Background: an optimization exercise with open tools, aiming at small area, a short achievable clock period and few clock cycles per item. Do not read the settings as production practice.
At most, simulation tests tie the RTL to the original design; equivalence was not proved.
The RTL of runs 4 to 6 was laid out without a check of its function.
Power figures rest on the tool's default switching activity, not on a simulated workload.

--- design/flow/config.mk ---
export PLATFORM = sky130hd
export DESIGN_NAME = uv_sphere_index_generator
export DESIGN_NICKNAME = uv_sphere_index_generator
export VERILOG_FILES = /design/flow/design.v
export SDC_FILE = /design/flow/constraint.sdc
export NUM_CORES = 4
export LEC_CHECK = 0
export ABC_AREA = 1
export CAP_MARGIN = 20
export CORE_MARGIN = 2
export CORE_UTILIZATION = 55
export CTS_BUF_LIST = sky130_fd_sc_hd__clkbuf_8
export PLACE_DENSITY = 0.85
export SETUP_SLACK_MARGIN = 3.2
export SLEW_MARGIN = 20
--- design/flow/constraint.sdc ---
create_clock -name core_clock -period 5.5 [get_ports {clk}]
set_input_delay 1.1000 -clock core_clock [delete_from_list [all_inputs] [get_ports {clk}]]
set_output_delay 1.1000 -clock core_clock [all_outputs]
set_load 0.01 [all_outputs]
--- design/flow/design.v ---
package uvsig_pkg;
    function automatic logic [8:0] inc8(input logic [7:0] x);
        logic [8:0] r;
        logic [7:0] lowmask;
        begin
            r[0] = !x[0];
            for (int i = 1; i < 8; i++)
            begin
                lowmask = 8'((9'd1 << i) - 9'd1);
                r[i] = x[i] ^ (&(x | ~lowmask));
            end
            r[8] = &x;
            inc8 = r;
        end
    endfunction
    function automatic logic [15:0] add16_8(input logic [15:0] a, input logic [7:0] b, input logic ci);
        logic [8:0] lo;
        logic [8:0] hi;
        begin
            lo = {1'b0, a[7:0]} + {1'b0, b} + {8'd0, ci};
            hi = inc8(a[15:8]);
            add16_8 = {lo[8] ? hi[7:0] : a[15:8], lo[7:0]};
        end
    endfunction
endpackage
import uvsig_pkg::*;
module uvsig_calc (
    input  logic [15:0] r0,
    input  logic [15:0] r1,
    input  logic [7:0]  col,
    input  logic        a_r1,      
    input  logic        a_oe,      
    input  logic        a_ci,      
    input  logic        b_r0,      
    input  logic        b_r1,      
    input  logic        d_r0,      
    input  logic        d_r1,      
    input  logic        d_oe,      
    input  logic        d_ci,      
    output logic [15:0] first_index,
    output logic [15:0] second_index,
    output logic [15:0] third_index
);
    logic [15:0] a_base, b_base, d_base;
    assign a_base = a_r1 ? r1 : r0;
    assign b_base = (r0 & {16{b_r0}}) | (r1 & {16{b_r1}});
    assign d_base = (r0 & {16{d_r0}}) | (r1 & {16{d_r1}});
    assign first_index  = uvsig_pkg::add16_8(a_base, col & {8{a_oe}}, a_ci);
    assign second_index = uvsig_pkg::add16_8(b_base, col, 1'b0);
    assign third_index  = uvsig_pkg::add16_8(d_base, col & {8{d_oe}}, d_ci);
endmodule
import uvsig_pkg::*;
module uv_sphere_index_generator (
    input  logic         clk,
    input  logic         rst_n,
    input  logic         cfg_write,
    input  logic         cfg_index,
    input  logic [8:0]   cfg_data,
    input  logic         in_valid,
    output logic         in_ready,
    input  logic         restart,
    output logic         out_valid,
    input  logic         out_ready,
    output logic [15:0]  first_index,
    output logic [15:0]  second_index,
    output logic [15:0]  third_index,
    output logic         last_triangle
);
    logic [7:0] vm3, hm1;
    logic       lo3, hi256;
    logic [7:0] cfg_m1;
    logic [8:0] hval;
    assign lo3    = (cfg_data[8:2] == 7'd0);
    assign hi256  = cfg_data[8] && (cfg_data[7:0] != 8'd0);
    assign cfg_m1 = cfg_data[7:0] - 8'd1;
    assign hval   = uvsig_pkg::inc8(hm1);
    always_ff @(posedge clk or negedge rst_n)
    begin
        if (!rst_n)
        begin
            vm3 <= 8'd0;
            hm1 <= 8'd2;
        end
        else if (cfg_write)
        begin
            if (cfg_index)
                hm1 <= lo3 ? 8'd2 : (hi256 ? 8'd255 : cfg_m1);
            else
                vm3 <= lo3 ? 8'd0 : (hi256 ? 8'd253 : cfg_data[7:0] - 8'd3);
        end
    end
    logic       ov, rq_v, sp, stale, busy, rdy;
    logic [3:0] step;
    logic       mb, hz;
    logic        cap, wrp, half, wf;
    logic        c1r;        
    logic [7:0]  band, col;
    logic [15:0] r0, r1;
    logic        a_r1, a_oe, a_ci, b_r0, d_r0, d_oe, d_ci;
    logic [15:0] oa, ob, od;
    logic        ol;
    logic src_v, rs, out_free, emit, wreset;
    assign in_ready = !rq_v;
    assign src_v    = rq_v || in_valid;
    assign rs       = (!rq_v && restart) || sp;
    assign out_free = !ov || out_ready;
    assign wreset   = src_v && rs;
    assign emit     = rdy && out_free && (rq_v || (in_valid && !restart));
    logic [8:0] col_inc, band_inc;
    logic       c1ge, c2ge, cge, band_end, natural, last;
    assign col_inc  = uvsig_pkg::inc8(col);
    assign band_inc = uvsig_pkg::inc8(band);
    assign c1ge     = col_inc >= {1'b0, hm1};
    assign cge      = col >= hm1;
    assign c2ge     = ({1'b0, col} + 9'd2) >= {1'b0, hm1};
    assign band_end = band >= vm3;
    assign natural  = band == vm3;
    assign last     = wrp && half;
    logic       n_cap, n_wrp, n_half, n_wf, n_c1;
    logic [7:0] n_band, n_col;
    logic       n_base0, n_step, n_bad;
    logic       fin, done, start_rc;
    assign fin      = busy && step[3];
    assign done     = fin && (step[0] || !cap);
    assign start_rc = stale && !busy && !sp;
    always_comb
    begin
        n_cap   = cap;
        n_wrp   = wrp;
        n_half  = !half;
        n_wf    = wf;
        n_c1    = c1r;
        n_band  = band;
        n_col   = col;
        n_base0 = 1'b0;
        n_step  = 1'b0;
        n_bad   = 1'b0;
        if (wreset)
        begin
            n_base0 = 1'b1;
            n_cap   = 1'b0;
            n_wrp   = 1'b0;
            n_half  = 1'b0;
            n_wf    = 1'b0;
            n_c1    = 1'b0;
            n_band  = 8'd0;
            n_col   = 8'd0;
        end
        else if (busy)
        begin
            n_half = half;
            n_wf   = wrp || cge;
            n_c1   = wrp || c1ge;
            if (wrp)
                n_col = hm1;
        end
        else if (last)
        begin
            n_base0 = 1'b1;
            n_cap   = 1'b0;
            n_wrp   = 1'b0;
            n_half  = 1'b0;
            n_wf    = 1'b0;
            n_c1    = 1'b0;
            n_band  = 8'd0;
            n_col   = 8'd0;
        end
        else if (half)
        begin
            if (!cap)
            begin
                if (wf)
                begin
                    n_col  = 8'd0;
                    n_wf   = 1'b0;
                    n_c1   = 1'b0;
                    n_step = 1'b1;
                    if (band_end)
                    begin
                        n_band = 8'd0;
                        n_cap  = 1'b1;
                        n_bad  = !natural;
                    end
                    else
                    begin
                        n_band = band_inc[7:0];
                    end
                end
                else
                begin
                    n_col = col_inc[7:0];
                    n_wf  = c1r;
                    n_c1  = c2ge;
                end
            end
            else
            begin
                if (c1r)
                begin
                    n_col = hm1;
                    n_wrp = 1'b1;
                    n_wf  = 1'b1;
                    n_c1  = 1'b1;
                end
                else
                begin
                    n_col = col_inc[7:0];
                    n_wf  = 1'b0;
                    n_c1  = c2ge;
                end
            end
        end
    end
    logic [7:0]  mult;
    logic        horner, add_h;
    logic [15:0] add_a, add_s;
    assign mult   = cap ? vm3 : band;
    assign horner = hz;
    assign add_h  = horner ? mb : 1'b1;
    assign add_a  = horner ? {r1[14:0], 1'b0} : r1;
    assign add_s  = uvsig_pkg::add16_8(add_a, hm1 & {8{add_h}}, add_h);
    logic sp_n, stale_n, busy_n;
    always_comb
    begin
        sp_n    = sp && !wreset;
        stale_n = stale;
        busy_n  = busy;
        if (cfg_write)
        begin
            stale_n = 1'b1;
            busy_n  = 1'b0;
        end
        else if (wreset)
        begin
            stale_n = 1'b0;
            busy_n  = 1'b0;
        end
        else if (emit)
        begin
            if (n_bad)
                stale_n = 1'b1;
        end
        else if (start_rc)
        begin
            busy_n = 1'b1;
        end
        else if (done)
        begin
            busy_n  = 1'b0;
            stale_n = 1'b0;
        end
    end
    always_ff @(posedge clk or negedge rst_n)
    begin
        if (!rst_n)
        begin
            ov    <= 1'b0;
            rq_v  <= 1'b0;
            sp    <= 1'b1;
            stale <= 1'b0;
            busy  <= 1'b0;
            rdy   <= 1'b0;
            hz    <= 1'b0;
            step  <= 4'd0;
        end
        else
        begin
            if (emit)
                ov <= 1'b1;
            else if (out_ready)
                ov <= 1'b0;
            if (rq_v)
                rq_v <= !emit;
            else
                rq_v <= in_valid && !emit;
            sp    <= sp_n;
            stale <= stale_n;
            busy  <= busy_n;
            rdy   <= !sp_n && !stale_n && !busy_n;
            hz <= busy_n && (start_rc || (step[2:0] != 3'd7 && !step[3]));
            if (start_rc)
                step <= 4'd0;
            else if (busy)
                step <= step + 4'd1;
        end
    end
    logic [15:0] t_a, t_b, t_d;
    uvsig_calc u_calc (
        .r0           (r0),
        .r1           (r1),
        .col          (col),
        .a_r1         (a_r1),
        .a_oe         (a_oe),
        .a_ci         (a_ci),
        .b_r0         (b_r0),
        .b_r1         (!cap),
        .d_r0         (d_r0),
        .d_r1         (half),
        .d_oe         (d_oe),
        .d_ci         (d_ci),
        .first_index  (t_a),
        .second_index (t_b),
        .third_index  (t_d)
    );
    always_ff @(posedge clk)
    begin
        if (emit)
        begin
            oa <= t_a;
            ob <= t_b;
            od <= t_d;
            ol <= last;
        end
        if (start_rc)
            mb <= mult[7];
        else
            mb <= mult[3'd6 - step[2:0]];
        if (emit || wreset || done)
        begin
            cap  <= n_cap;
            wrp  <= n_wrp;
            half <= n_half;
            band <= n_band;
            col  <= n_col;
            wf   <= n_wf;
            c1r  <= n_c1;
            a_r1 <= n_cap && !n_half;
            a_oe <= (!n_cap && !n_half) || (!(n_cap && !n_half) && !n_wf);
            a_ci <= n_half && !n_wf;
            b_r0 <= n_cap && n_half;
            d_r0 <= !n_cap && !n_half;
            d_oe <= !n_wf && !(n_cap && n_half);
            d_ci <= (n_cap && n_half) || !n_wf;
        end
        if (emit || wreset)
        begin
            if (n_base0)
            begin
                r0 <= 16'd0;
                r1 <= {7'd0, hval};
            end
            else if (n_step)
            begin
                r0 <= r1;
                r1 <= add_s;
            end
        end
        else if (start_rc)
        begin
            r1 <= 16'd0;
        end
        else if (busy)
        begin
            if (step[3])
                r0 <= r1;
            r1 <= add_s;
        end
    end
    assign out_valid     = ov;
    assign first_index   = oa;
    assign second_index  = ob;
    assign third_index   = od;
    assign last_triangle = ol;
endmodule
--- design/flow/flow/run.sh ---
#!/bin/bash
# The standard layout, with two changes: the port buffers are plain buffers
# (sky130_fd_sc_hd__buf_2) rather than the cell buffer_ports picks by itself,
# and synthesis leaves adders to ABC instead of mapping them to full/half
# adder cells first (ADDER_MAP_FILE empty). Registers are unchanged.
set -euo pipefail
bash standard.sh finish "BUFFER_PORTS_ARGS=-buffer_cell sky130_fd_sc_hd__buf_2" "ADDER_MAP_FILE=" > flow_make.log 2>&1
--- design/flow/standard.sh ---
#!/bin/bash
# synth_recipe.tcl (not shown) runs the flow's synth.tcl, then flattens the netlist and writes it again
# the make line also repeats each setting of config.mk as NAME=value (left out here)
make -C /OpenROAD-flow-scripts/flow DESIGN_CONFIG=/design/flow/config.mk WORK_HOME=/design/flow/orfs CLKGATE_MAP_FILE= SYNTH_SCRIPT=/design/flow/synth_recipe.tcl "${@:-finish}"
==> results of run 1 <==
==> per-layer routing <==
layer	GRT usage, %	routed length [um]	vias up
met5	0	0	-
met4	15.80	1324	0
met2	44.22	12060	502
met3	6.301	2499	113
met1	34.08	10220	4191
li1	-	-	4577
==> how the worst max path moves through the flow <==
| stage | endpoint | cells after the start |
|---|---|---|
| final | oa[8] | 14 |
| after detailed placement | hz | 8 |
| after global placement | hz | 8 |
| after floorplan | hz | 6 |
| after global routing | oa[8] | 14 |
| after CTS | hz | 8 |
==> metrics by stage <==
step | cells | hold slack (ns) | setup WS, ns
floorplan | 1333 | 0.4746 | 2.777
global placement | 1595 | 0.5038 | 2.394
detailed placement | 1595 | 0.5092 | 2.292
CTS | 1640 | 0.5291 | 3.148
global route | 1670 | 0.5677 | 3.133
finish | 1670 | 0.5325 | 3.232
==> critical path: cells and delay by family, from the launching register on <==
family | cells | cell delay [ns]
and+or+nand+nor | 10 | 1.00
buffers and inverters | 3 | 0.43
DFF | 1 | 0.39
AOI/OAI and AO/OA | 1 | 0.21
==> cells in the final DEF (no fill, tap or decap), types with 4 or more instances in the layout <==
cell type	instances
nand2_1	399
inv_1	176
nor2_1	114
edfxtp_1	109
nand3_1	94
o21ai_0	82
buf_2	66
buf_4	38
a21oi_1	35
xor2_1	34
o22ai_1	28
dfrtp_1	23
o21ai_1	21
clkbuf_8	17
xnor2_1	14
nor3_1	12
nand2_2	11
o21ai_2	11
nand3b_1	10
inv_2	10
nor2_2	9
nand2_4	8
o211ai_1	7
inv_6	7
o22ai_2	7
nand3_2	7
nand4_1	6
o21a_1	5
or2_2	5
and2_1	5
nor2_4	5
clkinvlp_4	5
o21bai_1	4
clkinv_4	4
a21oi_4	4
==> cells by family after synthesis <==
| family | after synthesis | share of synthesized area (%) |
|---|---|---|
| xor gates and xnor gates | 50 | 4.566 |
| and+or+nand+nor | 696 | 30.72 |
| adders and majority gates | 1 | 0.1044 |
| muxes | 1 | 0.1174 |
| DFF | 137 | 41.41 |
| AOI/OAI and AO/OA | 224 | 13.75 |
| buffers and inverters | 224 | 9.328 |
==> layout make-up <==
cell class | count | area, um^2
well taps | 225 | 281.5
clock inverters | 15 | 187.7
multi-input cells | 972 | 5004
fillers | 1460 | 6051
repair buffers | 108 | 675.6
flip-flops and latches | 137 | 3976
inverters | 194 | 754.5
repair inverters | 2 | 12.51
clock buffers | 17 | 234.0
==> where the power goes <==
part	internal, W	switching (W)	total (W)
clock network	0.000456	0.000449	0.000905
registers	0.00120	0.0000640	0.00127
logic	0.000275	0.000529	0.000804
==> registers in the layout (all words and copies together), names as in the netlist, 4 cells and up <==
name and count:
step 4, col 8, band 8, vm3 8, hm1 8, ob 16, oa 16, r0 16
r1 16, od 16
==> repair_timing <==
item / in CTS / in global routing
endpoints found under the setup margin: 138 / 54
hold endpoints to repair: 0 / 0
resized for setup: 17 / 48
pin swaps: 1 / 4
buffers inserted: 12 / 29
cloned: 1 / 1
==> flow_summary.toml, run 1 <==
[clock_network]
clock-sinks = 137
cts_buffers = 17
clockBufferDepth = 2
cts.clk_slew.worst_paths_ns = 0.09
clk_latency_ns = 0.47
postCtsHoldBufs = 0
root_buffer = "clkbuf_8"
cts_tree = "built"
htreeDepth = 4

[sta]
fmaxAchievable_ghz = 0.4410
tightest_slew_ns = 0.6719
slew_violations = 0
min_period_ns = 2.268
hold_violations = 0
setup_viol = 0
relSlewSlack_pct = 54.74
post-route-period-util_pct = 41.23
fin_tns_setup_ns = 0
finClkSkew_ns = 0.01498
rsz0062_at_grt = "false"

[worst_setup_path]
max_stage_delay_ns = 0.39
worstSetupStartpoint = "a_r1"
crit_fanout = 9
timing.rr.start = "a_r1"
regToRegSetupSlack_ns = 3.23
worstSetupStartpointType = "register"
worst_r2r_path_depth = 14
end_kind = "register"
crit_path_frequent_cell = "nand2_1"
crit_chain = "buf_4 > buf_4 > o21ai_0 > nand3_1 > nand2_1 > inv_1 > nand2_1 > nor2_1 > nand2_1 > nand2_1 > nand2_4 > nand2_4 > nand2_1 > nand2_1"
crit_slowest_cell = "edfxtp_1"
worst_r2r_endpoint = "oa[8]"
crit_type = "register to register"
arrival_ns = 2.48
cp_data_required_time_ns = 5.72

[final_layout]
layout.nets = 1448
final_util_pct = 64.77
syn_to_final_growth_pct = 16.01
drive_gt1_share_pct = 16.82
post-route-cell-area_um2 = 11130
antenna_cells = 0

[min_path]
hp-class = "register to register"
whs_path_depth = 2
min_to = "vm3[1]"
min-delay-start = "vm3[1]"

[synth]
synth-edff-count = 109
syn-instance-count = 1333
synth.net_count = 1349
synth_top_cell_by_area = "edfxtp_1"
netlist_area_um2 = 9590
ys_types = 52
yosys_warnings = 2
avgSynthCellArea_um2 = 7.195
yosysMostFrequentCell = "nand2_1"
synth-seq-cells = 137
synth_flop_cell = "edfxtp_1"
netlist_top_cells_count = "405 x nand2_1, 185 x inv_1, 122 x nor2_1"
ys_async_sr_fraction_pct = 19.71
ys_seq_area_share_pct = 41.41
netlist.area_leader.share_pct = 34.13
synth_area_leaders = "edfxtp_1 34%, nand2_1 16%, inv_1 7.2%"

[floorplanning]
die_x_um = 136.1
fp.dieArea_um2 = 18510
ioPinCount = 67
rows = 48
start_util_pct = 55.83
die_h_um = 136.1
core_um2 = 17180

[pwr]
p_leak_nw = 5.273
peakVddDrop_uv = 178.3
power.density_nw_per_um2 = 267.5
power_w = 0.002977

[detailed_routing]
via_count = 9383
totalWireLength_um = 26100
vias_per_cell = 5.619
wire_per_inst_um = 15.63
drt_iter0_drc = 971
postRouteAntennaNets = 0
drc = 0
dr.pass1.iters = 6

[placement]
hpwl_um = 17800
port_buffers = 66
place_area_um2 = 10130
gp_congestion = 0.9436

[status]
status = "timing/DRC/antenna clean"

[global_route]
gr-total-overflow = 0
grt_max_degree = 28
grt_pass1_vias = 8238
antenna_found_initial = 0
grt_use_total_pct = 27.52
grt_pass1_wl_um = 39830

[job]
drv_cap = 0
Testbench counts, summed over its fixed seeds: cycles 115,328, items 115,072.
==> run 2: changes to the inputs <==
--- a/design/flow/config.mk
+++ b/design/flow/config.mk
@@ -8,8 +8,10 @@
 export ABC_AREA = 1
 export CAP_MARGIN = 20
 export CORE_MARGIN = 2
-export CORE_UTILIZATION = 55
+export CORE_UTILIZATION = 40
 export CTS_BUF_LIST = sky130_fd_sc_hd__clkbuf_8
+export CTS_CLUSTER_DIAMETER = 100
+export CTS_CLUSTER_SIZE = 50
 export PLACE_DENSITY = 0.85
 export SETUP_SLACK_MARGIN = 3.2
 export SLEW_MARGIN = 20
==> flow_summary.toml, run 2 <==
[clock_network]
clk_latency_ns = 0.48
root_buffer = "clkbuf_8"
htreeDepth = 4
clockBufferDepth = 2
cts_buffers = 17
clock-sinks = 137
cts.clk_slew.worst_paths_ns = 0.09
cts_tree = "built"
postCtsHoldBufs = 0

[sta]
fin_tns_setup_ns = 0
hold_violations = 0
relSlewSlack_pct = 58.79
post-route-period-util_pct = 40.15
min_period_ns = 2.208
rsz0062_at_grt = "false"
tightest_slew_ns = 0.6169
setup_ws_ns = 3.292
holdWs_ns = 0.5774
slew_violations = 0
fmaxAchievable_ghz = 0.4529
setup_viol = 0
finClkSkew_ns = 0.02130

[placement]
port_buffers = 66
hpwl_um = 17900
dp_worst_setup_slack_ns = 2.279
gp_congestion = 0.9082

[worst_setup_path]
end_kind = "output pin"
worstSetupStartpoint = "rq_v"
crit_type = "register to output pin"
arrival_ns = 1.11
worst_r2r_path_depth = 15
worst_r2r_endpoint = "oa[14]"
crit_path_end = "in_ready"
crit_fanout = 2
timing.rr.start = "a_r1"
cp_data_required_time_ns = 4.40
worstSetupStartpointType = "register"
regToRegSetupSlack_ns = 3.33

[min_path]
whs_path_depth = 2
min-delay-start = "vm3[1]"
hp-class = "register to register"

[synth]
synth_compound_area_share_pct = 13.75
ys_types = 52
ys_async_sr_fraction_pct = 19.71
synth-edff-count = 109
syn-instance-count = 1333
synth_top_family_by_area = "simple AND/OR/NAND/NOR gates"
synth-seq-cells = 137
netlist.area_leader.share_pct = 34.13
avgSynthCellArea_um2 = 7.195
yosys.area_share.simple_pct = 30.72
netlist_top_cells_count = "405 x nand2_1, 185 x inv_1, 122 x nor2_1"
synth_top_cell_by_area = "edfxtp_1"
yosys_warnings = 2
ys_seq_area_share_pct = 41.41
synth_flop_cell = "edfxtp_1"
yosys.area_share.xor_xnor_pct = 4.566
synth.net_count = 1349
synth.area.mux_share_pct = 0.1174
yosys.area_share.adder_pct = 0.1044
netlist_area_um2 = 9590
yosysMostFrequentCell = "nand2_1"
synth_area_leaders = "edfxtp_1 34%, nand2_1 16%, inv_1 7.2%"

[final_layout]
layout.nets = 1443
fill_cells = 2204
antenna_cells = 0
layout_common_cells = "396 x nand2_1, 174 x inv_1, 115 x nor2_1"
syn_to_final_growth_pct = 16.29
drive_gt1_share_pct = 16.60
final_common_cell = "nand2_1"

[floorplanning]
fp.dieArea_um2 = 25230
core_um2 = 23470
die_h_um = 158.8
rows = 56
ioPinCount = 67
die_x_um = 158.8
start_util_pct = 40.86

[detailed_routing]
vias_per_cell = 5.240
dr.pass1.iters = 6
drc = 0
via_count = 9218
drt_iter0_drc = 1029
totalWireLength_um = 24880
postRouteAntennaNets = 0
wire_per_inst_um = 14.14

[pwr]
p_leak_nw = 5.252
power.density_nw_per_um2 = 258.4
combPwrFrac_pct = 27.1
p_seq_share_pct = 44.0
p_int_w = 0.001819
power.switching_w = 0.001062
switching_share_pct = 36.86
power_w = 0.002881
peakVddDrop_uv = 145.2
clkPwrFrac_pct = 28.9

[status]
status = "timing/DRC/antenna clean"

[global_route]
grt_max_degree = 34
antenna_found_initial = 0
grt_pass1_vias = 8154
grt_use_total_pct = 19.22
grt_pass1_wl_um = 39500
gr-total-overflow = 0

[job]
drv_cap = 0
==> run 2: cell counts after synthesis <==
Identical to the previous run, type by type.
==> run 2: worst max-delay path, stage by stage (launching register included) <==
cell and delay, ns:
dfrtp_1 0.42, inv_1 0.09, buf_2 0.13
==> run 2: layout make-up <==
class | instances | area, um^2 | share of cell area (%)
Sequential cell | 137 | 3974 | 35.63
Multi-Input combinational cell | 973 | 4952 | 44.40
Timing Repair Buffer | 102 | 663.1 | 5.946
Timing Repair inverter | 2 | 12.51 | 0.1122
Inverter | 194 | 749.5 | 6.720
Tap cell | 319 | 399.1 | 3.579
Clock inverter | 15 | 168.9 | 1.514
Clock buffer | 17 | 234.0 | 2.098
==> run 2: through the flow <==
stage	cells	utilization (%)	area, um^2
6_report	1759	47.52	11150
5_1_grt	1759	47.52	11150
4_1_cts	1733	46.07	10810
3_5_place_dp	1690	43.68	10250
3_3_place_gp	1690	43.68	10250
2_1_floorplan	1333	-	9682
==> run 2: how the worst min path moves through the flow <==
stage                   to  slack (ns)
detailed placement  vm3[1]        0.55
floorplan           vm3[1]        0.47
CTS                 vm3[1]        0.57
global route        vm3[1]        0.60
global placement    vm3[1]        0.54
finish              vm3[1]        0.58
==> run 2: cell families after synthesis <==
| group | Yosys count |
|---|---|
| xor gates and xnor gates | 50 |
| AOI/OAI and AO/OA | 224 |
| and+or+nand+nor | 696 |
| buffers and inverters | 224 |
| DFF | 137 |
| muxes | 1 |
| adders and majority gates | 1 |
==> run 2: power by group through the flow <==
stage / combinational (W) / clock [W] / sequential (W)
2_1_floorplan: 0.000587 / 0 / 0.00126
3_3_place_gp: 0.000703 / 0 / 0.00129
3_5_place_dp: 0.000720 / 0 / 0.00129
4_1_cts: 0.000733 / 0.000844 / 0.00126
5_1_grt: 0.000880 / 0.000886 / 0.00127
6_report: 0.000781 / 0.000834 / 0.00127
==> run 2: repair_timing <==
action / CTS / global route
buffers inserted: 10 / 24
pin swaps: 1 / 8
endpoints found under the setup margin: 134 / 52
resized for setup: 15 / 42
gates cloned: 1 / 2
==> run 2: metal layers <==
metal  track usage (%)  share of wire (%)
met1             25.32                 42
met2             31.34                 47
met3             4.023                8.3
met4             6.797                3.0
met5                 0                  0
==> run 3: changes to the inputs <==
--- a/design/flow/config.mk
+++ b/design/flow/config.mk
@@ -10,8 +10,6 @@
 export CORE_MARGIN = 2
 export CORE_UTILIZATION = 40
 export CTS_BUF_LIST = sky130_fd_sc_hd__clkbuf_8
-export CTS_CLUSTER_DIAMETER = 100
-export CTS_CLUSTER_SIZE = 50
 export PLACE_DENSITY = 0.85
-export SETUP_SLACK_MARGIN = 3.2
+export SETUP_SLACK_MARGIN = 3.3
 export SLEW_MARGIN = 20
==> flow_summary.toml, run 3 <==
[worst_setup_path]
worst_r2r_path_depth = 14
timing.rr.start = "a_r1"
regToRegSetupSlack_ns = 3.27
crit_fanout = 8
arrival_ns = 2.43
cp_data_required_time_ns = 5.67
worstSetupStartpointType = "input pin"
worst_r2r_endpoint = "oa[11]"
worstSetupStartpoint = "restart"
crit_type = "input pin to register"
end_kind = "register"
crit_path_end = "r1[5]"

[synth]
yosys.area_share.simple_pct = 30.72
synth-seq-cells = 137
ys_types = 52
synth-edff-count = 109
avgSynthCellArea_um2 = 7.195
yosys.area_share.adder_pct = 0.1044
syn-instance-count = 1333
netlist_area_um2 = 9590
netlist.area_leader.share_pct = 34.13
yosys_warnings = 2
yosys.area_share.xor_xnor_pct = 4.566
synth.net_count = 1349
ys_async_sr_fraction_pct = 19.71
yosysMostFrequentCell = "nand2_1"
synth.area.mux_share_pct = 0.1174
synth_compound_area_share_pct = 13.75
ys_seq_area_share_pct = 41.41
synth_area_leaders = "edfxtp_1 34%, nand2_1 16%, inv_1 7.2%"
synth_top_family_by_area = "simple AND/OR/NAND/NOR gates"
synth_flop_cell = "edfxtp_1"
synth_top_cell_by_area = "edfxtp_1"
netlist_top_cells_count = "405 x nand2_1, 185 x inv_1, 122 x nor2_1"

[final_layout]
syn_to_final_growth_pct = 22.35
drive_gt1_share_pct = 21.41
layout.cells.non_filler = 1795
layout.nets = 1479
final_common_cell = "nand2_1"
fill_cells = 2121
layout_common_cells = "381 x nand2_1, 170 x inv_1, 109 x edfxtp_1"
antenna_cells = 0
post-route-cell-area_um2 = 11730

[clock_network]
clock-sinks = 137
root_buffer = "clkbuf_8"
cts.clk_slew.worst_paths_ns = 0.08
clk_latency_ns = 0.46
postCtsHoldBufs = 0
clockBufferDepth = 2
cts_tree = "built"
cts_buffers = 17
htreeDepth = 4

[sta]
post-route-period-util_pct = 41.06
finClkSkew_ns = 0.02280
setup_viol = 0
fmaxAchievable_ghz = 0.4428
relSlewSlack_pct = 59.70
min_period_ns = 2.258
tightest_slew_ns = 0.6045
setup_ws_ns = 3.242
slew_violations = 0
hold_violations = 0
holdWs_ns = 0.5879
rsz0062_at_grt = "true"
fin_tns_setup_ns = 0

[placement]
port_buffers = 66
place_area_um2 = 10270
dp_worst_setup_slack_ns = 2.305
dp.cells = 1689
gp_congestion = 0.9161
hpwl_um = 18100

[floorplanning]
rows = 56
start_util_pct = 40.86
core_um2 = 23470
ioPinCount = 67
die_x_um = 158.8
fp.dieArea_um2 = 25230
die_h_um = 158.8

[status]
status = "timing/DRC/antenna clean"

[detailed_routing]
vias_per_cell = 5.452
totalWireLength_um = 27770
via_count = 9786
drt_iter0_drc = 1327
dr.pass1.iters = 8
drc = 0
postRouteAntennaNets = 0
wire_per_inst_um = 15.47

[pwr]
power.density_nw_per_um2 = 259.6
peakVddDrop_uv = 190.1
p_leak_nw = 5.482

[global_route]
grt_max_degree = 28
gr-total-overflow = 0
grt_pass1_vias = 8776
grt_use_total_pct = 20.39
grt_pass1_wl_um = 41950
antenna_found_initial = 0

[min_path]
min-delay-start = "ov"
hp-class = "register to register"

[job]
drv_cap = 0
[run 3: cell counts after synthesis]
No cell type changed its count.
[run 3: cells by family (layout without fill, tap and decap cells)]
logic type,count (synthesis),count (layout)
AO/OA/AOI/OAI,224,224
XOR/XNOR,50,50
adder cells (fa/ha/maj),1,1
buffers and inverters,224,364
flip-flops,137,137
multiplexers,1,1
AND/OR/NAND/NOR,696,699
[run 3: what timing repair did]
action,in CTS,in global routing
setup endpoints to repair,158,115
resized for setup,29,102
buffers inserted,25,43
pin swaps,4,29
cloned,2,4
[run 3: cell type report]
| cell class | count | area [um^2] | share of cell area [%] |
|---|---|---|---|
| repair inverters | 2 | 15.01 | 0.1280 |
| clock buffers | 17 | 234.0 | 1.994 |
| multi-input cells | 975 | 5196 | 44.28 |
| inverters | 194 | 767.0 | 6.537 |
| repair buffers | 136 | 972.2 | 8.285 |
| well taps | 319 | 399.1 | 3.402 |
| flip-flops and latches | 137 | 3978 | 33.90 |
| clock inverters | 15 | 172.7 | 1.472 |
[run 3: worst min-delay path by stage]
stage          endpoint  slack (ns)  cells after the start
2_1_floorplan    vm3[1]        0.47                      2
3_3_place_gp     vm3[1]        0.54                      2
3_5_place_dp    step[2]        0.57                      2
4_1_cts              sp        0.58                      2
5_1_grt         step[3]        0.61                      2
6_report             ov        0.59                      2
[run 3: through the flow]
step | total power (W) | util, %
floorplan | 0.001845 | -
global placement | 0.001987 | 43.76
detailed placement | 0.002014 | 43.76
CTS | 0.002900 | 46.85
global route | 0.003198 | 49.99
finish | 0.003046 | 49.99
[run 3: layer usage]
layer | global-route usage, % | part of all wire (%)
met5 | 0 | 0
met4 | 9.049 | 4.2
met3 | 4.049 | 9.7
met2 | 33.43 | 47
met1 | 26.11 | 39
[run 3: where the power goes]
| part | switching (W) | leakage (nW) | internal, W | total, W |
|---|---|---|---|---|
| combinational | 0.000581 | 3.92 | 0.000320 | 0.000901 |
| sequential | 0.0000693 | 1.34 | 0.00120 | 0.00127 |
| clock | 0.000420 | 0.215 | 0.000451 | 0.000871 |
[run 3: worst max-delay path, stage by stage]
cell	delay, ns
buf_8	0.08
nand2_8	0.05
a21oi_4	0.27
nor2_4	0.08
inv_2	0.11
nand2_4	0.09
o21ai_4	0.09
nor2_4	0.08
a31oi_4	0.24
clkbuf_16	0.21
==> run 4: changes to the inputs <==
--- a/design/flow/design.v
+++ b/design/flow/design.v
@@ -89,7 +89,7 @@
                 vm3 <= lo3 ? 8'd0 : (hi256 ? 8'd253 : cfg_data[7:0] - 8'd3);
         end
     end
-    logic       ov, rq_v, sp, stale, busy, rdy;
+    logic       ov, rq_v, rq_rs, sp, stale, busy, rdy;
     logic [3:0] step;
     logic       mb, hz;
     logic        cap, wrp, half, wf;
@@ -99,13 +99,11 @@
     logic        a_r1, a_oe, a_ci, b_r0, d_r0, d_oe, d_ci;
     logic [15:0] oa, ob, od;
     logic        ol;
-    logic src_v, rs, out_free, emit, wreset;
+    logic out_free, emit, wreset;
     assign in_ready = !rq_v;
-    assign src_v    = rq_v || in_valid;
-    assign rs       = (!rq_v && restart) || sp;
     assign out_free = !ov || out_ready;
-    assign wreset   = src_v && rs;
-    assign emit     = rdy && out_free && (rq_v || (in_valid && !restart));
+    assign wreset   = rq_v && rq_rs;
+    assign emit     = rdy && out_free && (rq_v ? !rq_rs : (in_valid && !restart));
     logic [8:0] col_inc, band_inc;
     logic       c1ge, c2ge, cge, band_end, natural, last;
     assign col_inc  = uvsig_pkg::inc8(col);
@@ -304,6 +302,10 @@
     );
     always_ff @(posedge clk)
     begin
+        if (!rq_v)
+            rq_rs <= restart || sp;
+        else if (wreset)
+            rq_rs <= 1'b0;
         if (emit)
         begin
             oa <= t_a;
--- a/design/flow/config.mk
+++ b/design/flow/config.mk
@@ -9,7 +9,5 @@
 export CAP_MARGIN = 20
 export CORE_MARGIN = 2
 export CORE_UTILIZATION = 40
-export CTS_BUF_LIST = sky130_fd_sc_hd__clkbuf_8
-export PLACE_DENSITY = 0.85
-export SETUP_SLACK_MARGIN = 3.3
+export SETUP_SLACK_MARGIN = 3.0
 export SLEW_MARGIN = 20
==> flow_summary.toml, run 4 <==
[status]
status = "timing/DRC/antenna clean"

[pwr]
p_leak_nw = 5.066
p_seq_share_pct = 27.4
switching_share_pct = 48.52
power.density_nw_per_um2 = 766.3
combPwrFrac_pct = 58.4
peakVddDrop_uv = 259.2
p_int_w = 0.004405
clkPwrFrac_pct = 14.2
power.switching_w = 0.004151

[sta]
post-route-period-util_pct = 43.68
min_period_ns = 2.402
holdWs_ns = 0.5426
relSlewSlack_pct = 59.83
setup_viol = 0
rsz0062_at_grt = "true"
hold_violations = 0
tightest_slew_ns = 0.6025
fin_tns_setup_ns = 0
fmaxAchievable_ghz = 0.4163
setup_ws_ns = 3.098
finClkSkew_ns = 0.007726
slew_violations = 0

[floorplanning]
core_um2 = 24180
die_x_um = 160.4
rows = 57
start_util_pct = 40.46
fp.dieArea_um2 = 25730
die_h_um = 160.4
ioPinCount = 67

[global_route]
gr-total-overflow = 0
grt_pass1_vias = 7890
antenna_found_initial = 0
grt_max_degree = 51
grt_use_total_pct = 19.53
grt_pass1_wl_um = 40370

[detailed_routing]
dr.pass1.iters = 5
totalWireLength_um = 25000
drt_iter0_drc = 713
via_count = 8756
vias_per_cell = 5.103
postRouteAntennaNets = 0
drc = 0
wire_per_inst_um = 14.57

[final_layout]
post-route-cell-area_um2 = 11170
fill_cells = 2403
layout_common_cells = "336 x nand2_1, 163 x inv_1, 133 x nor2_1"
syn_to_final_growth_pct = 14.13
drive_gt1_share_pct = 16.31
layout.nets = 1395
antenna_cells = 0
final_common_cell = "nand2_1"

[synth]
netlist_top_cells_count = "340 x nand2_1, 167 x inv_1, 134 x nor2_1"
ys_seq_area_share_pct = 40.90
yosysMostFrequentCell = "nand2_1"
synth_flop_cell = "edfxtp_1"
syn-instance-count = 1309
netlist_area_um2 = 9783
ys_async_sr_fraction_pct = 19.57
ys_types = 56
synth.net_count = 1325
avgSynthCellArea_um2 = 7.474
netlist.area_leader.share_pct = 33.76
synth-seq-cells = 138
synth_top_cell_by_area = "edfxtp_1"
synth-edff-count = 110
yosys_warnings = 2
synth_area_leaders = "edfxtp_1 34%, nand2_1 13%, inv_1 6.4%"

[clock_network]
cts.clk_slew.worst_paths_ns = 0.06
clock-sinks = 138
cts_buffers = 17
root_buffer = "clkbuf_16"
clockBufferDepth = 2
postCtsHoldBufs = 0
clk_latency_ns = 0.43
htreeDepth = 4
cts_tree = "built"

[worst_setup_path]
crit_chain = "buf_2 > inv_4 > nand2_2 > a21oi_2 > nand3_2 > nand2_4 > nor2_4 > a31oi_1 > o21a_2"
crit_path_end = "col[2]"
crit_slowest_cell = "o21a_2"
worstSetupStartpoint = "restart"
crit_fanout = 11
worstSetupStartpointType = "input pin"
timing.rr.start = "busy"
cp_data_required_time_ns = 5.62
regToRegSetupSlack_ns = 3.14
arrival_ns = 2.52
worst_r2r_endpoint = "r1[0]"
end_kind = "register"
crit_type = "input pin to register"
worst_r2r_path_depth = 7
max_stage_delay_ns = 0.32

[placement]
gp_congestion = 0.9010
place_area_um2 = 10330
hpwl_um = 18730
port_buffers = 66
dp_worst_setup_slack_ns = 2.176

[min_path]
hp-class = "register to register"

[job]
drv_cap = 0
run 4: cell types whose count changed after synthesis, moves of 6 or more:
cell / before / now
o21ai_2: 4 / 13
nor2_2: 5 / 13
nand2_1: 405 / 340
o21bai_1: 4 / 10
nor2_1: 122 / 134
nand2_2: 15 / 23
nand3b_1: 10 / 4
a21oi_1: 36 / 58
inv_1: 185 / 167
nand3_1: 97 / 76
run 4: worst max-delay path, delay by kind of cell:
family / cells / cell delay, ns
AO/OA/AOI/OAI: 3 / 0.69
buffers and inverters: 2 / 0.16
AND/OR/NAND/NOR: 4 / 0.57
run 4: metal layers:
layer  vias to the layer above  GRT usage [%]  wire (um)
met5                         -              0          0
met4                         0          5.733        452
met3                        40          2.686       1381
met2                       281          32.27      11380
met1                      3991          26.80      11780
li1                       4444              -          -
run 4: logic make-up after synthesis:
| kind of cell | after synthesis | share of synthesized area [%] |
|---|---|---|
| flip-flops | 138 | 40.90 |
| adder cells (fa/ha/maj) | 1 | 0.1151 |
| AND/OR/NAND/NOR | 649 | 29.15 |
| buffers and inverters | 216 | 9.400 |
| AO/OA/AOI/OAI | 246 | 15.00 |
| XOR/XNOR | 59 | 5.435 |
run 4: final cells by class:
class                      count  area (um^2)  share of cell area (%)
tap                          324        405.4                   3.631
clock inverter                10        96.34                  0.8628
inverter                     181        691.9                   6.197
multi-input combinational    955         4917                   44.04
sequential                   138         4003                   35.85
timing repair inverter         1        7.507                 0.06723
clock buffer                  22        539.3                   4.830
timing repair buffer          85        505.5                   4.527
run 4: how the worst min path moves through the flow:
stage,startpoint,endpoint,slack (ns),cells after the start
finish,sp,sp,0.54,2
global route,sp,sp,0.57,2
CTS,sp,sp,0.55,2
detailed placement,sp,sp,0.54,2
global placement,vm3[1],vm3[1],0.54,2
floorplan,sp,sp,0.47,2
run 4: power by group through the flow:
stage / Combinational [W] / Sequential (W) / Clock (W)
global placement: 0.00467 / 0.00241 / 0
finish: 0.00500 / 0.00234 / 0.00122
detailed placement: 0.00473 / 0.00242 / 0
global route: 0.00565 / 0.00238 / 0.00128
floorplan: 0.00391 / 0.00222 / 0
CTS: 0.00487 / 0.00236 / 0.00123
run 4: stage by stage:
step | util (%) | total power [W] | instances
after floorplan | - | 0.006134 | 1309
after global placement | 42.74 | 0.007076 | 1666
after detailed placement | 42.74 | 0.007152 | 1666
after CTS | 45.72 | 0.008467 | 1706
after global routing | 46.18 | 0.009310 | 1716
final | 46.18 | 0.008557 | 1716
run 4: timing repair:
item,4_1_cts,5_1_grt
pin swaps,1,0
buffers inserted,7,9
resized for setup,4,8
setup endpoints to repair,118,66
gates cloned,1,0
==> run 5: changes to the inputs <==
--- a/design/flow/design.v
+++ b/design/flow/design.v
@@ -275,7 +275,7 @@
             stale <= stale_n;
             busy  <= busy_n;
             rdy   <= !sp_n && !stale_n && !busy_n;
-            hz <= busy_n && (start_rc || (step[2:0] != 3'd7 && !step[3]));
+            hz <= start_rc || (busy && step[2:0] != 3'd7 && !step[3]);
             if (start_rc)
                 step <= 4'd0;
             else if (busy)
--- a/design/flow/config.mk
+++ b/design/flow/config.mk
@@ -9,5 +9,5 @@
 export CAP_MARGIN = 20
 export CORE_MARGIN = 2
 export CORE_UTILIZATION = 40
-export SETUP_SLACK_MARGIN = 3.0
+export SETUP_SLACK_MARGIN = 3.2
 export SLEW_MARGIN = 20
==> flow_summary.toml, run 5 <==
[clock_network]
cts_buffers = 17
cts.clk_slew.worst_paths_ns = 0.06
htreeDepth = 4
clock-sinks = 138
root_buffer = "clkbuf_16"
cts_tree = "built"
clk_latency_ns = 0.43
clockBufferDepth = 2
postCtsHoldBufs = 0

[sta]
fin_tns_setup_ns = 0
tightest_slew_ns = 0.6356
finClkSkew_ns = 0.01188
slew_violations = 0
setup_viol = 0
fmaxAchievable_ghz = 0.4471
hold_violations = 0
relSlewSlack_pct = 57.18
post-route-period-util_pct = 40.66
rsz0062_at_grt = "true"
min_period_ns = 2.236

[pwr]
p_leak_nw = 5.438
peakVddDrop_uv = 263.3
power.density_nw_per_um2 = 763.1
power_w = 0.008803

[synth]
netlist.area_leader.share_pct = 33.21
ys_types = 55
synth_flop_cell = "edfxtp_1"
ys_async_sr_fraction_pct = 19.57
netlist_top_cells_count = "398 x nand2_1, 182 x inv_1, 117 x nor2_1"
synth-seq-cells = 138
yosysMostFrequentCell = "nand2_1"
synth_area_leaders = "edfxtp_1 33%, nand2_1 15%, inv_1 6.9%"
yosys_warnings = 2
synth.net_count = 1373
syn-instance-count = 1357
synth-edff-count = 110
synth_top_cell_by_area = "edfxtp_1"
netlist_area_um2 = 9947
ys_seq_area_share_pct = 40.23
avgSynthCellArea_um2 = 7.330

[detailed_routing]
vias_per_cell = 5.084
drc = 0
postRouteAntennaNets = 0
via_count = 9065
drt_iter0_drc = 716
dr.pass1.iters = 5
wire_per_inst_um = 15.05
totalWireLength_um = 26840

[placement]
gp_congestion = 0.8949
hpwl_um = 19680
port_buffers = 66
place_area_um2 = 10560

[worst_setup_path]
end_kind = "register"
path_buf_inv = 6
crit_type = "input pin to register"
max_stage_delay_ns = 0.22
cp_data_required_time_ns = 5.64
crit_slowest_cell = "a21oi_4"
crit_chain = "buf_4 > inv_12 > a21oi_2 > nor2_2 > nand2_4 > inv_12 > nor2_8 > buf_4 > buf_4 > a21oi_4 > clkbuf_16"
crit_fanout = 8
regToRegSetupSlack_ns = 3.31
arrival_ns = 2.38
crit_family = "buffers and inverters"
crit_path_frequent_cell = "buf_4"
worstSetupStartpointType = "input pin"

[final_layout]
syn_to_final_growth_pct = 15.96
drive_gt1_share_pct = 17.68
antenna_cells = 0
final_common_cell = "nand2_1"
fill_cells = 2439
post-route-cell-area_um2 = 11530
layout_common_cells = "394 x nand2_1, 176 x inv_1, 110 x edfxtp_1"
layout.nets = 1462

[floorplanning]
die_x_um = 161.7
rows = 57
core_um2 = 24390
ioPinCount = 67
die_h_um = 161.7
start_util_pct = 40.78
fp.dieArea_um2 = 26150

[status]
status = "timing/DRC/antenna clean"

[global_route]
gr-total-overflow = 0
grt_max_degree = 37
antenna_found_initial = 0
grt_pass1_wl_um = 42170
grt_pass1_vias = 8164
grt_use_total_pct = 20.44

[job]
drv_cap = 0

[min_path]
hp-class = "register to register"
-- run 5: cell count changes in the layout (fill, tap and decap cells not counted), sizes merged, moves of 8 or more --
cell / before / now
xor2: 41 / 33
nand2: 368 / 427
inv: 180 / 206
nor2: 152 / 130
nand3: 80 / 88
buf: 85 / 94
-- run 5: timing repair --
action / 4_1_cts / 5_1_grt
pin swaps: 3 / 3
buffers inserted: 8 / 18
resized for setup: 8 / 23
setup endpoints to repair: 102 / 93
cloned: 2 / 2
-- run 5: path summary, 6_finish.rpt --
path                           to     from  cells after the start
max                        r1[15]  restart                     11
min                            hz  step[3]                      1
max reg2reg                ob[10]   col[5]                      8
min reg2reg                    hz  step[3]                      1
max in group asynchronous    busy    rst_n                      1
min in group asynchronous  vm3[3]    rst_n                      1
-- run 5: power breakdown --
group	switching, W	internal [W]	total [W]
clock network	0.000470	0.000715	0.00119
registers	0.000358	0.00194	0.00230
logic	0.00347	0.00185	0.00532
total	0.00430	0.00451	0.00880
-- run 5: area by class of cell --
| class | count | area, um^2 | area share, % |
|---|---|---|---|
| clock buffers | 18 | 429.2 | 3.721 |
| clock inverters | 14 | 171.4 | 1.486 |
| inverters | 204 | 818.3 | 7.094 |
| multi-input cells | 987 | 5042 | 43.71 |
| flip-flops and latches | 138 | 4004 | 34.71 |
| well taps | 324 | 405.4 | 3.514 |
| repair buffers | 96 | 646.9 | 5.608 |
| repair inverters | 2 | 17.52 | 0.1519 |
-- run 5: kinds of logic after synthesis --
group	after synthesis	share of synthesized area (%)
XOR/XNOR	48	4.226
buffers and inverters	232	9.912
AO/OA/AOI/OAI	236	14.49
AND/OR/NAND/NOR	703	31.14
flip-flops	138	40.23
-- run 5: stage by stage --
| stage | setup slack (ns) | std cells | util (%) | hold slack (ns) |
|---|---|---|---|---|
| after global placement | 2.441 | 1721 | 43.30 | 0.4980 |
| after floorplan | 2.815 | 1357 | - | 0.4561 |
| after global routing | 3.164 | 1783 | 47.29 | 0.5356 |
| after CTS | 3.215 | 1763 | 46.32 | 0.5083 |
| after detailed placement | 2.389 | 1721 | 43.30 | 0.4996 |
| final | 3.264 | 1783 | 47.29 | 0.4996 |
-- run 5: layer usage --
layer | vias to the layer above | global-route usage, % | share of wire [%] | wire length, um
met5 | - | 0 | 0 | 0
met4 | 0 | 4.706 | 1.7 | 467
met3 | 29 | 3.779 | 5.0 | 1351
met2 | 232 | 35.39 | 48 | 12960
met1 | 4181 | 26.65 | 45 | 12060
li1 | 4623 | - | - | -
==> run 6: changes to the inputs <==
--- a/design/flow/design.v
+++ b/design/flow/design.v
@@ -89,7 +89,7 @@
                 vm3 <= lo3 ? 8'd0 : (hi256 ? 8'd253 : cfg_data[7:0] - 8'd3);
         end
     end
-    logic       ov, rq_v, rq_rs, sp, stale, busy, rdy;
+    logic       ov, rq_v, sp, stale, busy, rdy;
     logic [3:0] step;
     logic       mb, hz;
     logic        cap, wrp, half, wf;
@@ -97,13 +97,22 @@
     logic [7:0]  band, col;
     logic [15:0] r0, r1;
     logic        a_r1, a_oe, a_ci, b_r0, d_r0, d_oe, d_ci;
+    assign a_r1 = cap && !half;
+    assign a_oe = (!cap && !half) || (!(cap && !half) && !wf);
+    assign a_ci = half && !wf;
+    assign b_r0 = cap && half;
+    assign d_r0 = !cap && !half;
+    assign d_oe = !wf && !(cap && half);
+    assign d_ci = (cap && half) || !wf;
     logic [15:0] oa, ob, od;
     logic        ol;
-    logic out_free, emit, wreset;
+    logic src_v, rs, out_free, emit, wreset;
     assign in_ready = !rq_v;
+    assign src_v    = rq_v || in_valid;
+    assign rs       = (!rq_v && restart) || sp;
     assign out_free = !ov || out_ready;
-    assign wreset   = rq_v && rq_rs;
-    assign emit     = rdy && out_free && (rq_v ? !rq_rs : (in_valid && !restart));
+    assign wreset   = src_v && rs;
+    assign emit     = rdy && out_free && (rq_v || (in_valid && !restart));
     logic [8:0] col_inc, band_inc;
     logic       c1ge, c2ge, cge, band_end, natural, last;
     assign col_inc  = uvsig_pkg::inc8(col);
@@ -275,7 +284,7 @@
             stale <= stale_n;
             busy  <= busy_n;
             rdy   <= !sp_n && !stale_n && !busy_n;
-            hz <= start_rc || (busy && step[2:0] != 3'd7 && !step[3]);
+            hz <= busy_n && (start_rc || (step[2:0] != 3'd7 && !step[3]));
             if (start_rc)
                 step <= 4'd0;
             else if (busy)
@@ -302,10 +311,6 @@
     );
     always_ff @(posedge clk)
     begin
-        if (!rq_v)
-            rq_rs <= restart || sp;
-        else if (wreset)
-            rq_rs <= 1'b0;
         if (emit)
         begin
             oa <= t_a;
@@ -326,13 +331,6 @@
             col  <= n_col;
             wf   <= n_wf;
             c1r  <= n_c1;
-            a_r1 <= n_cap && !n_half;
-            a_oe <= (!n_cap && !n_half) || (!(n_cap && !n_half) && !n_wf);
-            a_ci <= n_half && !n_wf;
-            b_r0 <= n_cap && n_half;
-            d_r0 <= !n_cap && !n_half;
-            d_oe <= !n_wf && !(n_cap && n_half);
-            d_ci <= (n_cap && n_half) || !n_wf;
         end
         if (emit || wreset)
         begin
--- a/design/flow/config.mk
+++ b/design/flow/config.mk
@@ -9,5 +9,7 @@
 export CAP_MARGIN = 20
 export CORE_MARGIN = 2
 export CORE_UTILIZATION = 40
+export CTS_BUF_LIST = sky130_fd_sc_hd__clkbuf_8
+export CTS_CLUSTER_SIZE = 30
 export SETUP_SLACK_MARGIN = 3.2
 export SLEW_MARGIN = 20
==> flow_summary.toml, run 6 <==
[status]
status = "timing/DRC/antenna clean"

[clock_network]
root_buffer = "clkbuf_8"
cts_tree = "built"
clk_latency_ns = 0.47
cts_buffers = 17
htreeDepth = 4
cts.clk_slew.worst_paths_ns = 0.09
clockBufferDepth = 2
clock-sinks = 130

[floorplanning]
core_um2 = 23400
ioPinCount = 67
fp.dieArea_um2 = 24960
start_util_pct = 40.53
die_x_um = 158.0
die_h_um = 158.0
rows = 56

[synth]
synth-seq-cells = 130
synth_top_family_by_area = "simple AND/OR/NAND/NOR gates"
netlist.area_leader.share_pct = 32.29
synth_flop_cell = "edfxtp_1"
synth.net_count = 1348
ys_types = 56
synth_area_leaders = "edfxtp_1 32%, nand2_1 16%, inv_1 7.0%"
yosysMostFrequentCell = "nand2_1"
synth.area.mux_share_pct = 0
netlist_area_um2 = 9485
yosys_warnings = 2
avgSynthCellArea_um2 = 7.121
syn-instance-count = 1332
synth-edff-count = 102
netlist_top_cells_count = "403 x nand2_1, 177 x inv_1, 140 x nor2_1"
ys_seq_area_share_pct = 39.65
yosys.area_share.adder_pct = 0
yosys.area_share.xor_xnor_pct = 4.327
yosys.area_share.simple_pct = 32.74
ys_async_sr_fraction_pct = 20.77
synth_compound_area_share_pct = 13.59
synth_top_cell_by_area = "edfxtp_1"

[final_layout]
fill_cells = 2300
multi_input_area_um2 = 5645
post-route-cell-area_um2 = 11830
final_common_cell = "nand2_1"
antenna_cells = 0
drive_gt1_share_pct = 25.66
layout_common_cells = "351 x nand2_1, 163 x inv_1, 120 x nor2_1"
register_area_um2 = 3764
layout.nets = 1476
syn_to_final_growth_pct = 24.75

[worst_setup_path]
crit_fanout = 8
timing.rr.start = "half"
worstSetupStartpointType = "register"
cp_data_required_time_ns = 5.74
crit_type = "register to register"
worst_r2r_endpoint = "od[10]"
regToRegSetupSlack_ns = 3.17
arrival_ns = 2.57
worst_r2r_path_depth = 15
end_kind = "register"

[global_route]
grt_busiest_layer = "met2"
grt_max_degree = 35
grt_use_total_pct = 21.19
gr-total-overflow = 0
grt_pass1_vias = 8335
met3_usage_pct = 3.121
met2_usage_pct = 35.80
antenna_found_initial = 0
grt_util_met1_pct = 26.77
grt_pass1_wl_um = 41110

[sta]
hold_violations = 0
rsz0062_at_grt = "true"
fmaxAchievable_ghz = 0.4295
fin_tns_setup_ns = 0
setup_ws_ns = 3.172
relSlewSlack_pct = 56.06
finClkSkew_ns = 0.01817
tightest_slew_ns = 0.6591
post-route-period-util_pct = 42.33
slew_violations = 0
setup_viol = 0
min_period_ns = 2.328

[detailed_routing]
postRouteAntennaNets = 0
drt_iter0_drc = 740
drc = 0
vias_per_cell = 5.229
via_count = 9371
dr.pass1.iters = 6
totalWireLength_um = 28010
wire_per_inst_um = 15.63

[min_path]
min-delay-start = "sp"
whs_path_depth = 2
hp-class = "register to register"
min_to = "sp"

[pwr]
p_leak_nw = 5.397
peakVddDrop_uv = 175.7
power.density_nw_per_um2 = 228.0

[placement]
hpwl_um = 19080
place_area_um2 = 10100
gp_congestion = 0.9017
dp_worst_setup_slack_ns = 2.336
port_buffers = 66

[job]
drv_cap = 0
==> run 6: repair_timing <==
item	in CTS	in global routing
pin swaps	7	51
setup endpoints to repair	141	101
hold buffers	0	0
setup buffers	15	44
cloned	3	7
gates resized for setup	42	184
==> run 6: power by group <==
part | leakage [nW] | switching, W | total (W) | internal (W)
clock | 0.164 | 0.000432 | 0.000744 | 0.000312
sequential | 1.28 | 0.0000624 | 0.00120 | 0.00114
combinational | 3.95 | 0.000499 | 0.000754 | 0.000255
==> run 6: worst max-delay path by stage <==
stage / from / end / slack, ns / depth (start not counted)
6_report: half / od[10] / 3.17 / 15
5_1_grt: out_ready / r1[6] / 3.04 / 11
4_1_cts: restart / r1[6] / 3.15 / 11
3_5_place_dp: out_ready / hz / 2.34 / 8
3_3_place_gp: in_valid / hz / 2.39 / 8
2_1_floorplan: in_valid / hz / 2.85 / 7
==> run 6: cell type report <==
type | instances | share of cell area (%)
inverters | 188 | 6.334
well taps | 319 | 3.373
flip-flops and latches | 130 | 31.81
repair buffers | 128 | 7.814
clock buffers | 17 | 1.977
repair inverters | 1 | 0.06345
clock inverters | 15 | 0.9199
multi-input cells | 994 | 47.71
==> run 6: metrics by stage <==
step | utilization [%] | std cells | power, W | hold slack, ns
floorplan | - | 1332 | 0.001709 | 0.4636
detailed placement | 43.16 | 1691 | 0.001868 | 0.5327
finish | 50.56 | 1792 | 0.002698 | 0.5392
global route | 50.56 | 1792 | 0.002839 | 0.6070
global placement | 43.16 | 1691 | 0.001861 | 0.5326
CTS | 45.94 | 1741 | 0.002624 | 0.5454
==> run 6: worst max-delay path: stages, from the launching register on <==
cell and delay, ns:
edfxtp_1 0.43, buf_6 0.17, buf_8 0.14, nor2_4 0.17, buf_6 0.13, nand2_2 0.05
o21ai_1 0.07, nand2_1 0.09, nand2_2 0.13, o21ai_2 0.07, a21oi_2 0.16, nand2_4 0.13
nand2_8 0.13, nand2_8 0.08, nand2_2 0.08, nand2_2 0.05
==> run 6: cells by family after synthesis <==
family	count (synthesis)
flip-flops	130
AND/OR/NAND/NOR	721
AO/OA/AOI/OAI	219
XOR/XNOR	46
buffers and inverters	216
==> run 6: routing by layer <==
layer  part of all wire, %  vias up
met5                     0        -
met4                   3.8        0
met3                   5.4       79
met2                    48      332
met1                    43     4319
li1                      -     4641
==> run 7: changes to the inputs <==
--- a/design/flow/design.v
+++ b/design/flow/design.v
@@ -97,13 +97,6 @@
     logic [7:0]  band, col;
     logic [15:0] r0, r1;
     logic        a_r1, a_oe, a_ci, b_r0, d_r0, d_oe, d_ci;
-    assign a_r1 = cap && !half;
-    assign a_oe = (!cap && !half) || (!(cap && !half) && !wf);
-    assign a_ci = half && !wf;
-    assign b_r0 = cap && half;
-    assign d_r0 = !cap && !half;
-    assign d_oe = !wf && !(cap && half);
-    assign d_ci = (cap && half) || !wf;
     logic [15:0] oa, ob, od;
     logic        ol;
     logic src_v, rs, out_free, emit, wreset;
@@ -331,6 +324,13 @@
             col  <= n_col;
             wf   <= n_wf;
             c1r  <= n_c1;
+            a_r1 <= n_cap && !n_half;
+            a_oe <= (!n_cap && !n_half) || (!(n_cap && !n_half) && !n_wf);
+            a_ci <= n_half && !n_wf;
+            b_r0 <= n_cap && n_half;
+            d_r0 <= !n_cap && !n_half;
+            d_oe <= !n_wf && !(n_cap && n_half);
+            d_ci <= (n_cap && n_half) || !n_wf;
         end
         if (emit || wreset)
         begin
==> design/flow/flow/run.sh (replaced) <==
#!/bin/bash
# The standard layout, with two changes: the port buffers are plain buffers
# (sky130_fd_sc_hd__buf_1) rather than the cell buffer_ports picks by itself,
# and synthesis leaves adders to ABC instead of mapping them to full/half
# adder cells first (ADDER_MAP_FILE empty). Registers are unchanged.
set -euo pipefail
bash standard.sh finish "BUFFER_PORTS_ARGS=-buffer_cell sky130_fd_sc_hd__buf_1" "ADDER_MAP_FILE=" > flow_make.log 2>&1
==> flow_summary.toml, run 7 <==
[synth]
ys_async_sr_fraction_pct = 19.71
synth.net_count = 1349
ys_types = 52
avgSynthCellArea_um2 = 7.195
synth_top_cell_by_area = "edfxtp_1"
yosysMostFrequentCell = "nand2_1"
syn-instance-count = 1333
synth-edff-count = 109
netlist_area_um2 = 9590
synth.area.mux_share_pct = 0.1174
yosys.area_share.simple_pct = 30.72
yosys_warnings = 2
synth_top_family_by_area = "simple AND/OR/NAND/NOR gates"
ys_seq_area_share_pct = 41.41
yosys.area_share.xor_xnor_pct = 4.566
netlist_top_cells_count = "405 x nand2_1, 185 x inv_1, 122 x nor2_1"
synth-seq-cells = 137
netlist.area_leader.share_pct = 34.13
synth_area_leaders = "edfxtp_1 34%, nand2_1 16%, inv_1 7.2%"
synth_flop_cell = "edfxtp_1"
yosys.area_share.adder_pct = 0.1044
synth_compound_area_share_pct = 13.75

[worst_setup_path]
worst_r2r_path_depth = 11
timing.rr.start = "cap"
cp_data_required_time_ns = 4.40
crit_path_end = "in_ready"
max_stage_delay_ns = 0.42
regToRegSetupSlack_ns = 3.26
path_buf_inv = 2
crit_type = "register to output pin"
worstSetupStartpoint = "rq_v"
worstSetupStartpointType = "register"
cp.depth = 2
crit_fanout = 2
worst_r2r_endpoint = "ob[11]"
crit_chain = "inv_1 > buf_1"
crit_family = "flip-flops"
crit_slowest_cell = "dfrtp_1"
end_kind = "output pin"
arrival_ns = 1.14

[global_route]
antenna_found_initial = 0
met2_usage_pct = 35.61
grt_use_total_pct = 21.14
grt_max_degree = 28
grt_pass1_vias = 8409
grt_pass1_wl_um = 42690
gr-total-overflow = 0
grt_busiest_layer = "met2"
grt_util_met1_pct = 27.42
met3_usage_pct = 3.213

[clock_network]
cts_tree = "built"
cts.clk_slew.worst_paths_ns = 0.09
clk_latency_ns = 0.46
postCtsHoldBufs = 0
htreeDepth = 4
root_buffer = "clkbuf_8"
clock-sinks = 137
cts_buffers = 17
clockBufferDepth = 2

[final_layout]
post-route-cell-area_um2 = 11270
register_area_um2 = 3975
layout_common_cells = "396 x nand2_1, 174 x inv_1, 110 x nor2_1"
final_util_pct = 48.00
multi_input_area_um2 = 5030
syn_to_final_growth_pct = 17.47
final_common_cell = "nand2_1"
antenna_cells = 0
layout.nets = 1458
fill_cells = 2367
layout.cells.non_filler = 1774
drive_gt1_share_pct = 13.40

[status]
status = "timing/DRC/antenna clean"

[sta]
tightest_slew_ns = 0.6692
setup_viol = 0
fmaxAchievable_ghz = 0.4462
hold_violations = 0
relSlewSlack_pct = 55.30
rsz0062_at_grt = "true"
post-route-period-util_pct = 40.75
finClkSkew_ns = 0.01445
slew_violations = 0
min_period_ns = 2.241
fin_tns_setup_ns = 0

[min_path]
hp-class = "register to register"

[pwr]
peakVddDrop_uv = 143.9
p_leak_nw = 5.147
power.density_nw_per_um2 = 262.4
power_w = 0.002957

[placement]
dp.cells = 1690
place_area_um2 = 10170
port_buffers = 66
gp_congestion = 0.9130
hpwl_um = 18940

[detailed_routing]
postRouteAntennaNets = 0
totalWireLength_um = 27000
vias_per_cell = 5.104
wire_per_inst_um = 15.22
dr.pass1.iters = 7
via_count = 9054
drc = 0
drt_iter0_drc = 683

[floorplanning]
core_um2 = 23470
start_util_pct = 40.86
rows = 56
die_h_um = 158.8
ioPinCount = 67
fp.dieArea_um2 = 25230
die_x_um = 158.8

[job]
drv_cap = 0
==> run 7: per-layer routing <==
layer / vias to the layer above / share of wire, %
met5: - / 0
met4: 0 / 2.9
met3: 51 / 6.1
met2: 317 / 47
met1: 4097 / 44
li1: 4589 / -
==> run 7: power breakdown <==
part / total (W) / switching, W / internal (W)
clock: 0.000894 / 0.000445 / 0.000448
combinational: 0.000792 / 0.000517 / 0.000275
sequential: 0.00127 / 0.0000669 / 0.00120
total: 0.00296 / 0.00103 / 0.00193
==> run 7: per-stage QoR <==
stage                     setup WS [ns]  hold WS (ns)
final                             3.259        0.5320
after global routing              3.168        0.5613
after CTS                         3.200        0.5263
after detailed placement          2.232        0.5055
after global placement            2.319        0.4990
after floorplan                   2.777        0.4746
==> run 7: layout make-up <==
class / instances / area share (%)
clock buffer: 17 / 2.077
clock inverter: 15 / 1.544
inverter: 194 / 6.686
multi-input combinational: 974 / 44.65
sequential: 137 / 35.28
tap: 319 / 3.543
timing repair buffer: 116 / 6.108
timing repair inverter: 2 / 0.1111
==> run 7: how the worst min path moves through the flow <==
stage,slack [ns],depth (start not counted),from,end
2_1_floorplan,0.47,2,vm3[1],vm3[1]
3_3_place_gp,0.50,2,vm3[1],vm3[1]
3_5_place_dp,0.51,2,vm3[1],vm3[1]
4_1_cts,0.53,2,vm3[1],vm3[1]
5_1_grt,0.56,2,vm3[1],vm3[1]
6_report,0.53,2,vm3[1],vm3[1]
==> run 7: cells by family (layout without fill, tap and decap cells) <==
family                     count (synthesis)  count (layout)
buffers and inverters                    224             344
adders and majority gates                  1               1
AOI/OAI and AO/OA                        224             224
xor gates and xnor gates                  50              50
and+or+nand+nor                          696             698
muxes                                      1               1
DFF                                      137             137
==> run 7: worst register-to-register path, stage by stage (launching register included) <==
cell and delay (ns):
edfxtp_1 0.42, buf_8 0.21, inv_6 0.15, a22oi_1 0.11, or2_2 0.32, nand2_1 0.14, nor2_1 0.08, and2_1 0.15
nand2_2 0.14, nand2_4 0.12, nand2_1 0.08, o21ai_1 0.08
==> run 7: timing repair <==
item,in CTS,in global routing
gates cloned,2,2
endpoints found under the hold margin,0,0
gates resized for setup,21,48
pin swaps,2,5
setup buffers,14,34
endpoints found under the setup margin,138,101
Testbench counts of run 7, summed over its fixed seeds: cycles 115,328, items 115,072.

==> re-timing with driven ports <==
The results above use ideal ports. As a check the final layouts listed here were re-extracted and re-timed, cells and wires unchanged.
Step 1, drivers: a clkbuf_16 drives clk and a buf_2 each remaining input, both assumed.
Step 2 times the ports against the registers' clock, not the clock port: input delays grow and output delays shrink by t, the midpoint of the rising clock arrivals with the driver on.
a / b / c = ideal / step 1 / step 2; a / b = the first two.
| run | t (ns) | setup WS [ns] | worst register clock-pin slew, ns | cell pins on the clock port's net |
|---|---|---|---|---|
| run 1 | 0.500 | 3.232 / 3.232 / 2.781 | 0.09 / 0.09 | 1 |
| run 2 | 0.510 | 3.292 / 3.251 / 2.834 | 0.11 / 0.11 | 1 |
| run 3 | 0.490 | 3.242 / 3.226 / 2.735 | 0.09 / 0.09 | 1 |
| run 4 | 0.468 | 3.098 / 3.124 / 2.656 | 0.07 / 0.07 | 1 |
| run 5 | 0.468 | 3.264 / 3.287 / 2.819 | 0.06 / 0.06 | 1 |
| run 6 | 0.504 | 3.172 / 3.172 / 2.693 | 0.09 / 0.09 | 1 |
| run 7 | 0.496 | 3.259 / 3.219 / 2.786 | 0.09 / 0.09 | 1 |
After both steps every run listed still meets setup and hold. The setup slack of run 3, which loses most, moves by -0.016 ns with the drivers and by -0.507 ns with both steps.
